This is an optimization exercise on Yosys and OpenROAD, whose aim is small area, not a production implementation.
Only simulation tests tie the RTL to the original design; equivalence was not proved.
The clock input has no modelled driver; a real chip could not lean on it and would need a root buffer or a full tree.
Power and IR drop assume default switching activity.

==> run a <==
Design present_key_sched_bidir, start of the top module:
module present_key_sched_bidir #(
  parameter int KEY_W  = 128,
  parameter int ROUNDS = 31
) (
  input  logic             clk,
  input  logic             rst_n,
  input  logic [KEY_W-1:0] key,
  input  logic             start,
  input  logic             mode,
  input  logic             reuse,
  output logic [63:0]      rk,
  output logic [5:0]       rk_idx,
  output logic             rk_valid,
  input  logic             rk_ready,
  output logic             rk_last,
  output logic             busy,
  output logic             done,
  output logic             cache_ok
);
  if (KEY_W != 128 || ROUNDS != 31) begin : g_param_check
    $error("present_key_sched_bidir: only KEY_W = 128 and ROUNDS = 31 are supported");
  end
  function automatic logic [3:0] f_sbox(input logic [3:0] n);
    f_sbox[0] = (~n[3] & n[2] & ~n[1] & ~n[0]) | (~n[3] & ~n[2] & n[0]) | (~n[3] & n[1] & n[0]) | (n[3] & n[1] & ~n[0]) | (n[3] & ~n[2] & ~n[0]) | (n[3] & n[2] & ~n[1] & n[0]);
    f_sbox[1] = (~n[3] & n[1] & ~n[0]) | (~n[2] & n[1] & ~n[0]) | (~n[3] & ~n[2] & n[1]) | (n[3] & ~n[2] & ~n[1]) | (n[3] & n[2] & n[0]);
    f_sbox[2] = (~n[3] & ~n[2] & ~n[1]) | (n[3] & n[2] & ~n[1]) | (~n[2] & n[1] & ~n[0]) | (~n[2] & ~n[1] & n[0]) | (~n[3] & n[2] & n[1] & n[0]);
    f_sbox[3] = (~n[2] & n[1] & n[0]) | (~n[3] & ~n[1] & ~n[0]) | (~n[3] & n[2] & n[1]) | (n[3] & ~n[2] & n[1]) | (n[3] & ~n[2] & n[0]);
  endfunction
  function automatic logic [3:0] f_sbox_inv(input logic [3:0] n);
  ...
export LEC_CHECK = 0
export CAP_MARGIN = 20
export CORE_MARGIN = 2
export CORE_UTILIZATION = 40
export SLEW_MARGIN = 20
create_clock -name core_clock -period 10.0 [get_ports {clk}]
standard.sh (not shown) runs the stock make flow with config.mk's settings and CLKGATE_MAP_FILE= SYNTH_SCRIPT=/design/flow/synth_recipe.tcl, a recipe that flattens the netlist after the stock synthesis.
==> flow/flow/run.sh <==
#!/bin/bash
# Layout flow: the standard ORFS flow (standard.sh) with changes that only affect
# cell area:
#   * synthesis maps with an area-oriented ABC script (flow/area.abc) instead of ORFS's
#     delay-oriented one; the rest of the synthesis (and the standard flow's -nofsm -noshare, the
#     flatten and the renaming) is the standard flow's own, so the registers are the same;
#   * ports are buffered with sky130_fd_sc_hd__buf_1 instead of the tool's default pick;
#   * the core is sized for 50% utilisation;
#   * the clock tree is built by flow/clock_tree.tcl instead of ORFS's CTS step: compact
#     groups of at most 10 flip-flops, each behind a clkbuf_4 leaf, all leaves driven by
#     one clkbuf_16 on the clock port (one balanced level, no skew on purpose).
# Each tool's output goes to a log file in this folder.
set -uo pipefail
here=$(pwd)
abc_script=$here/flow/area.abc
res=$here/orfs/results/$FLOW_PLATFORM/present_key_sched_bidir/base

# ORFS synth.tcl with the ABC script swapped.
sed "s|^  log_cmd abc {\*}\$abc_args|  lset abc_args 1 $abc_script\n  log_cmd abc {*}\$abc_args|" \
  "$FLOW_HOME/scripts/synth.tcl" > "$here/synth_area.tcl"
grep -q "lset abc_args 1" "$here/synth_area.tcl" || { echo "could not patch synth.tcl" >&2; exit 1; }
sed "s|source \$::env(SCRIPTS_DIR)/synth.tcl|source $here/synth_area.tcl|" \
  "$here/synth_recipe.tcl" > "$here/synth_top.tcl"
grep -q "synth_area.tcl" "$here/synth_top.tcl" || { echo "could not patch synth_recipe.tcl" >&2; exit 1; }

args=(SYNTH_SCRIPT="$here/synth_top.tcl"
      BUFFER_PORTS_ARGS="-buffer_cell sky130_fd_sc_hd__buf_1"
      CORE_UTILIZATION=50)

# Synthesis to placement.
bash standard.sh "${args[@]}" place > "$here/orfs_place.log" 2>&1 || exit 1

# Clock tree; its results stand in for ORFS's CTS step, which make then skips.
PLATFORM_DIR="$FLOW_HOME/platforms/$FLOW_PLATFORM" \
IN_ODB="$res/3_place.odb" IN_SDC="$res/3_place.sdc" \
OUT_ODB="$res/4_1_cts.odb" OUT_SDC="$res/4_cts.sdc.tmp" \
CTS_GROUP_MAX=10 CTS_ROOTS=1 \
CTS_LEAF=sky130_fd_sc_hd__clkbuf_4 CTS_ROOT=sky130_fd_sc_hd__clkbuf_16 \
  openroad -no_init -exit "$here/flow/clock_tree.tcl" > "$here/clock_tree.log" 2>&1 || exit 1
sleep 1
cp "$res/4_1_cts.odb" "$res/4_cts.odb"
sleep 1
mv "$res/4_cts.sdc.tmp" "$res/4_cts.sdc"

# Routing and finishing.
bash standard.sh "${args[@]}" finish > "$here/orfs_finish.log" 2>&1
==> flow/flow/clock_tree.tcl <==
# Clock tree: the flops are split into compact groups by recursive bisection of their
# placed positions; each group gets a clkbuf_4 leaf at its centroid, and a single root
# buffer on the clock port drives the leaves. Then the new cells are legalised.
set P $::env(PLATFORM_DIR)
read_liberty $P/lib/sky130_fd_sc_hd__tt_025C_1v80.lib
read_db $::env(IN_ODB)
read_sdc $::env(IN_SDC)
source $P/setRC.tcl

set group_max $::env(CTS_GROUP_MAX)
set leaf_master_name $::env(CTS_LEAF)
set root_master_name $::env(CTS_ROOT)

set db [ord::get_db]
set block [ord::get_db_block]
set leaf_master [$db findMaster $leaf_master_name]
set root_master [$db findMaster $root_master_name]
set clk_net [$block findNet clk]

set sinks {}
foreach it [$clk_net getITerms] {
  set inst [$it getInst]
  set bb [$inst getBBox]
  set x [expr {([$bb xMin] + [$bb xMax]) / 2}]
  set y [expr {([$bb yMin] + [$bb yMax]) / 2}]
  lappend sinks [list $it $x $y]
}
puts "my_cts: [llength $sinks] clock sinks"

proc split_groups {items k} {
  # returns a list of k groups
  if {$k <= 1} { return [list $items] }
  set xs [lmap s $items {lindex $s 1}]
  set ys [lmap s $items {lindex $s 2}]
  set dx [expr {[tcl::mathfunc::max {*}$xs] - [tcl::mathfunc::min {*}$xs]}]
  set dy [expr {[tcl::mathfunc::max {*}$ys] - [tcl::mathfunc::min {*}$ys]}]
  set idx [expr {$dx >= $dy ? 1 : 2}]
  set sorted [lsort -integer -index $idx $items]
  set k1 [expr {$k / 2}]
  set k2 [expr {$k - $k1}]
  set n [llength $sorted]
  set n1 [expr {int(round(double($n) * $k1 / $k))}]
  set a [lrange $sorted 0 [expr {$n1 - 1}]]
  set b [lrange $sorted $n1 end]
  return [concat [split_groups $a $k1] [split_groups $b $k2]]
}

set n [llength $sinks]
set k [expr {int(ceil(double($n) / $group_max))}]
set groups [split_groups $sinks $k]

set n_roots $::env(CTS_ROOTS)
set gi 0
set leaves {}
foreach g $groups {
  set cx 0; set cy 0
  foreach s $g { incr cx [lindex $s 1]; incr cy [lindex $s 2] }
  set cx [expr {$cx / [llength $g]}]
  set cy [expr {$cy / [llength $g]}]
  set buf [odb::dbInst_create $block $leaf_master clkleaf_buf_$gi]
  $buf setLocation [expr {$cx - [$leaf_master getWidth] / 2}] [expr {$cy - [$leaf_master getHeight] / 2}]
  $buf setPlacementStatus PLACED
  set net [odb::dbNet_create $block clkleaf_net_$gi]
  $net setSigType CLOCK
  [$buf findITerm X] connect $net
  foreach s $g {
    set it [lindex $s 0]
    $it disconnect
    $it connect $net
  }
  lappend leaves [list [$buf findITerm A] $cx $cy]
  incr gi
}
set ri 0
foreach rg [split_groups $leaves $n_roots] {
  set cx 0; set cy 0
  foreach s $rg { incr cx [lindex $s 1]; incr cy [lindex $s 2] }
  set cx [expr {$cx / [llength $rg]}]
  set cy [expr {$cy / [llength $rg]}]
  set root [odb::dbInst_create $block $root_master clkroot_buf_$ri]
  $root setLocation [expr {$cx - [$root_master getWidth] / 2}] [expr {$cy - [$root_master getHeight] / 2}]
  $root setPlacementStatus PLACED
  set rnet [odb::dbNet_create $block clkroot_net_$ri]
  $rnet setSigType CLOCK
  [$root findITerm X] connect $rnet
  foreach s $rg { [lindex $s 0] connect $rnet }
  [$root findITerm A] connect $clk_net
  incr ri
}
puts "my_cts: $gi leaf buffers ($leaf_master_name), $ri roots ($root_master_name)"

detailed_placement
check_placement -verbose

set_propagated_clock [all_clocks]
estimate_parasitics -placement
report_clock_skew
report_checks -path_delay min -format full_clock_expanded
report_checks -path_delay max
set mx 0
foreach pin [get_pins -hierarchical */CLK] {
  set s [get_property $pin slew_max]
  if {$s > $mx} {set mx $s}
}
puts "my_cts: max flop clock pin slew (placement estimate) $mx"

write_db $::env(OUT_ODB)
write_sdc -no_timestamp $::env(OUT_SDC)
Other scripts of this flow, unchanged in this note and not shown: flow/flow/area.abc
==> run b (differences from run a) <==
==> flow/flow/run.sh (replaced) <==
#!/bin/bash
# Layout flow: the standard ORFS flow (standard.sh) with three changes that only
# affect cell area:
#   * synthesis maps with an area-oriented ABC script (flow/area.abc) instead of ORFS's
#     delay-oriented one; the rest of the synthesis (and the standard flow's -nofsm -noshare, the
#     flatten and the renaming) is the standard flow's own, so the registers are the same;
#   * ports are buffered with sky130_fd_sc_hd__buf_1 instead of the tool's default pick;
#   * the clock tree uses clkbuf_4 leaf clusters and no dummy loads.
# Each tool's output goes to a log file in this folder.
set -uo pipefail
here=$(pwd)
abc_script=$here/flow/area.abc

# ORFS synth.tcl with the ABC script swapped.
sed "s|^  log_cmd abc {\*}\$abc_args|  lset abc_args 1 $abc_script\n  log_cmd abc {*}\$abc_args|" \
  "$FLOW_HOME/scripts/synth.tcl" > "$here/synth_area.tcl"
grep -q "lset abc_args 1" "$here/synth_area.tcl" || { echo "could not patch synth.tcl" >&2; exit 1; }
sed "s|source \$::env(SCRIPTS_DIR)/synth.tcl|source $here/synth_area.tcl|" \
  "$here/synth_recipe.tcl" > "$here/synth_top.tcl"
grep -q "synth_area.tcl" "$here/synth_top.tcl" || { echo "could not patch synth_recipe.tcl" >&2; exit 1; }

bash standard.sh \
  SYNTH_SCRIPT="$here/synth_top.tcl" \
  BUFFER_PORTS_ARGS="-buffer_cell sky130_fd_sc_hd__buf_1" \
  CTS_ARGS="-sink_clustering_enable -repair_clock_nets -buf_list sky130_fd_sc_hd__clkbuf_4 -dont_use_dummy_load -sink_clustering_size 8 -sink_clustering_max_diameter 60" \
  CORE_UTILIZATION=30 \
  finish > "$here/orfs_flow.log" 2>&1
status=$?
exit $status
removed: flow/flow/clock_tree.tcl
==> run summary <==
GRT
Global routing consumed, over all layers together, 25.25% of the routing resources. The global-route met1 utilization is around 36%. The met3 global-route usage is between 5 and 6%.

Power and ir drop
The share of total power dissipated in combinational logic is 25.1%. The internal power component is between 1.5 and 2 mW. The power consumed by the clock network is roughly 0.46 mW. The power density normalized to cell area is 228.9 nW/um2.

Final layout
Cells fill 57.89% of the core in the end. The number of antenna diodes in the final layout is 2. Cells with a size suffix above 1 make up 4.193% of the layout. The number of fill cells in the layout is 1901.

Timing
The highest achievable clock rate is 225.3 MHz. For the final database, setup skew stands at approximately 0.021 ns. On the final layout, the worst hold slack is 0.4668 ns. The post-route clock period utilization is 44.38%.

Drt
For this block, the via count after detailed routing is about 9000. Dividing the detail-routed via count by the number of cells gives 6.451.

Run status
The flow ran to the end and the layout has no timing, DRC or antenna violations.

Critical path
The largest fanout on the critical path is 86.

Placement
The worst slack after detailed placement is 5.129 ns.

Die
The die outline height is 149.9 um.
The numbers above come from run a.

==> run summary <==
Timing
Dividing the final minimum period by the clock period gives 45.58%. The highest achievable clock rate is between 200 and 250 MHz. The clock tree skew after final layout is 0.08375 ns.

GRT
Global routing used ~4.3% of the available met3 tracks.

Final layout
The fraction of final layout cells sized beyond drive strength 1 is 5.374%. The repair_antennas step left the layout with diodes totalling 3. At the end of the flow the core is filled with cells to 35.36%.

Run status
The run finished with no timing, DRC or antenna violations.

Power and ir drop
Per report_power, the Clock row totals 0.570 mW.

Placement
The worst slack after detailed placement is between 4 and 5 ns.

Die
From bottom edge to top edge, the die measures roughly 190 um.
The numbers above come from run b.

In run a the design's own scripts or RTL, not TritonCTS, make the clock network.

==> afterwards: timing with drivers on the ports <==
In the flow no input, the clock included, has a driving cell. The finished layouts below were timed again as built, in two steps. Step 1 (the two cells are an assumption about what drives the block):
set clk [get_ports {clk}]
set_driving_cell -lib_cell sky130_fd_sc_hd__clkbuf_16 $clk
set_driving_cell -lib_cell sky130_fd_sc_hd__buf_2 [delete_from_list [all_inputs] $clk]
Step 2 also shifts input and output timing later by t, the mid clock arrival at the registers, as if the neighbouring blocks saw the same clock. Three values: ideal, step 1, step 2; two values: the first two.
| run | t, ns | setup WS [ns] | worst data-port slew with drivers (ns) | pins driven straight from the clock port |
|---|---|---|---|---|
| run a | 0.497 | 5.562 / 5.586 / 5.089 | 0.09 | 1 |
| run b | 0.693 | 5.442 / 5.454 / 4.762 | 0.07 | 1 |
After both steps every run listed still meets setup and hold. The setup slack of run b, which loses most, moves by +0.012 ns with the drivers and by -0.680 ns with both steps.
